Background: an optimization exercise with open tools, aiming at small area and a short achievable clock period. Do not read the settings as production practice.
The RTL was checked by simulation tests, not by an equivalence proof against the original design.
Power figures rest on the tool's default switching activity, not on a simulated workload.

v59:
// core_complex_fabric
module core_complex_fabric
(
  input  logic     clk_i,
  input  logic     rst_ni,
  input  offload_pkg::acc_req_t acc_req_i,
  input  logic     acc_valid_i,
  output logic     acc_ready_o,
  output offload_pkg::acc_rsp_t acc_rsp_o,
  output logic     acc_rsp_valid_o,
  input  logic     acc_rsp_ready_i,
  output offload_pkg::acc_req_t fpu_req_o,
  output logic     fpu_valid_o,
  input  logic     fpu_ready_i,
  input  offload_pkg::acc_rsp_t fpu_rsp_i,
  input  logic     fpu_rsp_valid_i,
  output logic     fpu_rsp_ready_o,
  output offload_pkg::acc_req_t hive_req_o,
  output logic     hive_valid_o,
  input  logic     hive_ready_i,
  input  offload_pkg::acc_rsp_t hive_rsp_i,
  input  logic     hive_rsp_valid_i,
  output logic     hive_rsp_ready_o,
  input  offload_pkg::addr_t    tcdm_base_i,
  input  offload_pkg::mem_req_t core_req_i,
  input  logic     core_valid_i,
  output logic     core_ready_o,
  output offload_pkg::mem_rsp_t core_rsp_o,
  output logic     core_rsp_valid_o,
  output offload_pkg::mem_req_t tcdm_req_o,
  output logic     tcdm_valid_o,
  input  logic     tcdm_ready_i,
  input  offload_pkg::mem_rsp_t tcdm_rsp_i,
  input  logic     tcdm_rsp_valid_i,
  output logic     tcdm_rsp_ready_o,
  output offload_pkg::mem_req_t soc_req_o,
  output logic     soc_valid_o,
  input  logic     soc_ready_i,
  input  offload_pkg::mem_rsp_t soc_rsp_i,
  input  logic     soc_rsp_valid_i,
  output logic     soc_rsp_ready_o
);
  offload_pkg::acc_req_t                   tgt_req;
  logic     [offload_pkg::NUM_TARGETS-1:0] tgt_valid, tgt_ready;
  offload_pkg::acc_rsp_t                   ssr_rsp;
  logic                       ssr_rsp_valid;
  logic [offload_pkg::NUM_TARGETS*offload_pkg::ACC_RSP_W-1:0] src_rsp;
  logic                       ssr_write;
  logic [4:0]                 ssr_idx;
  logic     [offload_pkg::NUM_TARGETS-1:0] src_valid, src_ready;
  offload_req_stage i_offload_req_stage (
    .clk_i       (clk_i),
    .rst_ni      (rst_ni),
    .acc_req_i   (acc_req_i),
    .acc_valid_i (acc_valid_i),
    .acc_ready_o (acc_ready_o),
    .tgt_req_o   (tgt_req),
    .tgt_valid_o (tgt_valid),
  ...
clock: 6.0 ns
lec_check: 0
abc_area: 1
cap_margin: 20
core_margin: 2
core_utilization: 40
setup_slack_margin: 3.0
slew_margin: 20
standard.sh (not shown) runs the stock make flow with config.mk's settings and CLKGATE_MAP_FILE= SYNTH_SCRIPT=/design/flow/synth_recipe.tcl, a recipe that flattens the netlist after the stock synthesis.
==> flow/flow/run.sh <==
#!/bin/bash
# Standard ORFS layout with two changes: port buffers start as the
# smallest buffer (repair_timing upsizes the ones on critical paths),
# and CTS does not add dummy loads to the clock tree.
set -euo pipefail
export BUFFER_PORTS_ARGS="-buffer_cell sky130_fd_sc_hd__buf_1"
export CTS_ARGS="-sink_clustering_enable -repair_clock_nets -dont_use_dummy_load"
bash standard.sh > flow_make.log 2>&1
Input changes introduced in v51 (baseline for comparison: v59):
==> flow/run.sh (new file) <==
#!/bin/bash
# synth_recipe.tcl (not shown) runs the flow's synth.tcl, then flattens the netlist and writes it again
# the make line also repeats each setting of config.mk as NAME=value (left out here)
make -C /OpenROAD-flow-scripts/flow DESIGN_CONFIG=/design/flow/config.mk WORK_HOME=/design/flow/orfs CLKGATE_MAP_FILE= SYNTH_SCRIPT=/design/flow/synth_recipe.tcl finish
removed: flow/flow/run.sh
removed: flow/standard.sh
--- outcome ---
On v51: routed wire length is about 0.45% higher than what v59 gave.
v51 vs v59 — final-layout clock buffer total climbed by more than a quarter
Diff v59 -> v51: area used by multi-input combinational logic essentially unchanged; final worst setup slack essentially unchanged.
[inputs] v50 vs v51
-- flow/config.mk --
<<< v51, line 8
export ABC_AREA = 1
>>> v50, line 8
<<< v51, line 12
export SETUP_SLACK_MARGIN = 3.0
>>> v50, line 11
--- outcome ---
Antenna diode count (lower): v51
v50: internal cell power is about 1.1% lower than what v51 reported.
v50 vs v51, end of the critical path: tcdm_valid_o vs soc_valid_o
In terms of adder and majority cell fraction of the synthesized area, v51 and v50 differ only marginally.
In the flow results for v51 and v50, the maximum frequency is larger on v51.
Comparing buffers plus inverters on the worst setup path for v51 and v50, the smaller number came from v50.
Compared to v51, the router laid down more metal wire for v50.
Summary of the comparison: power is lower in v50, relative to v51.
Looking only at combinational power, and setting everything else aside, the higher value of v51 and v50 goes to v51.
Input-level comparison between v54 and v50:
==> flow/flow/run.sh (new file) <==
#!/bin/bash
# Standard ORFS layout with two changes: port buffers start as the
# smallest buffer (repair_timing upsizes the ones on critical paths),
# and CTS builds larger sink clusters without dummy loads.
set -euo pipefail
export BUFFER_PORTS_ARGS="-buffer_cell sky130_fd_sc_hd__buf_1"
export CTS_ARGS="-sink_clustering_enable -repair_clock_nets -dont_use_dummy_load -sink_clustering_size 24 -sink_clustering_max_diameter 150"
bash standard.sh > flow_make.log 2>&1
==> flow/standard.sh (new file) <==
#!/bin/bash
# synth_recipe.tcl (not shown) runs the flow's synth.tcl, then flattens the netlist and writes it again
# the make line also repeats each setting of config.mk as NAME=value (left out here)
make -C /OpenROAD-flow-scripts/flow DESIGN_CONFIG=/design/flow/config.mk WORK_HOME=/design/flow/orfs CLKGATE_MAP_FILE= SYNTH_SCRIPT=/design/flow/synth_recipe.tcl "${@:-finish}"
-- flow/config.mk --
<<< v50, line 8
>>> v54, line 8
export ABC_AREA = 1
<<< v50, line 11
>>> v54, line 12
export SETUP_SLACK_MARGIN = 3.0
removed: flow/run.sh
Results
- v54 did not stop at any stage, and its layout met the timing, design-rule and antenna checks.
- Number of cells on the worst hold path | v54 below v50
- The run with more routed wire is v50, not v54.
- Taking v50 over v54, the power drawn by the clock network ratio works out to 1.8.
- Summary of v54 over v50: insertion delay of the later-clocked pin in the worst-skew pair flat, detailed route wirelength on metal3 down 23%, area fraction in and, or, nand and nor cells after synthesis up 9.9 points, logic depth of the worst path, buffers included up 6.
- Combinational share of power came out lower on v54 than on v50.
- v50 reports its worst-path cell with the longest stage delay as clkdlybuf4s50_1 while v54 reports nor2_4.
- For the clock network fraction of design power, v54 came in 11 points lower than v50 did.

==> static timing again, ports no longer ideal <==
No port has a modelled driver above. Below, the same layouts with a new extraction and two added sets of constraints. Step 1: set_driving_cell puts a clkbuf_16 on clk_i and a buf_2 on each other input, an assumption about the parent block. Step 2 also shifts input and output timing later by t, the mid clock arrival at the registers, as if the neighbouring blocks saw the same clock. Slacks: ideal / step 1 / step 2; pairs: ideal / step 1.
run | t (ns) | setup slack, ns | worst register clock-pin slew, ns | worst slew at a driven data input, ns | pins driven straight from the clock port
v59 | 0.766 | 2.536 / 2.484 / 2.309 | 0.06 / 0.06 | 0.22 | 1
v51 | 0.815 | 2.533 / 2.493 / 2.272 | 0.07 / 0.07 | 0.22 | 1
v50 | 0.768 | 0.482 / 0.456 / 0.456 | 0.07 / 0.07 | 0.47 | 1
v54 | 0.734 | 2.543 / 2.488 / 2.389 | 0.10 / 0.10 | 0.22 | 1
After both steps setup and hold are still met in every run listed. For v51, which loses most, drivers alone change the setup slack by -0.040 ns; drivers and shift together by -0.261 ns.
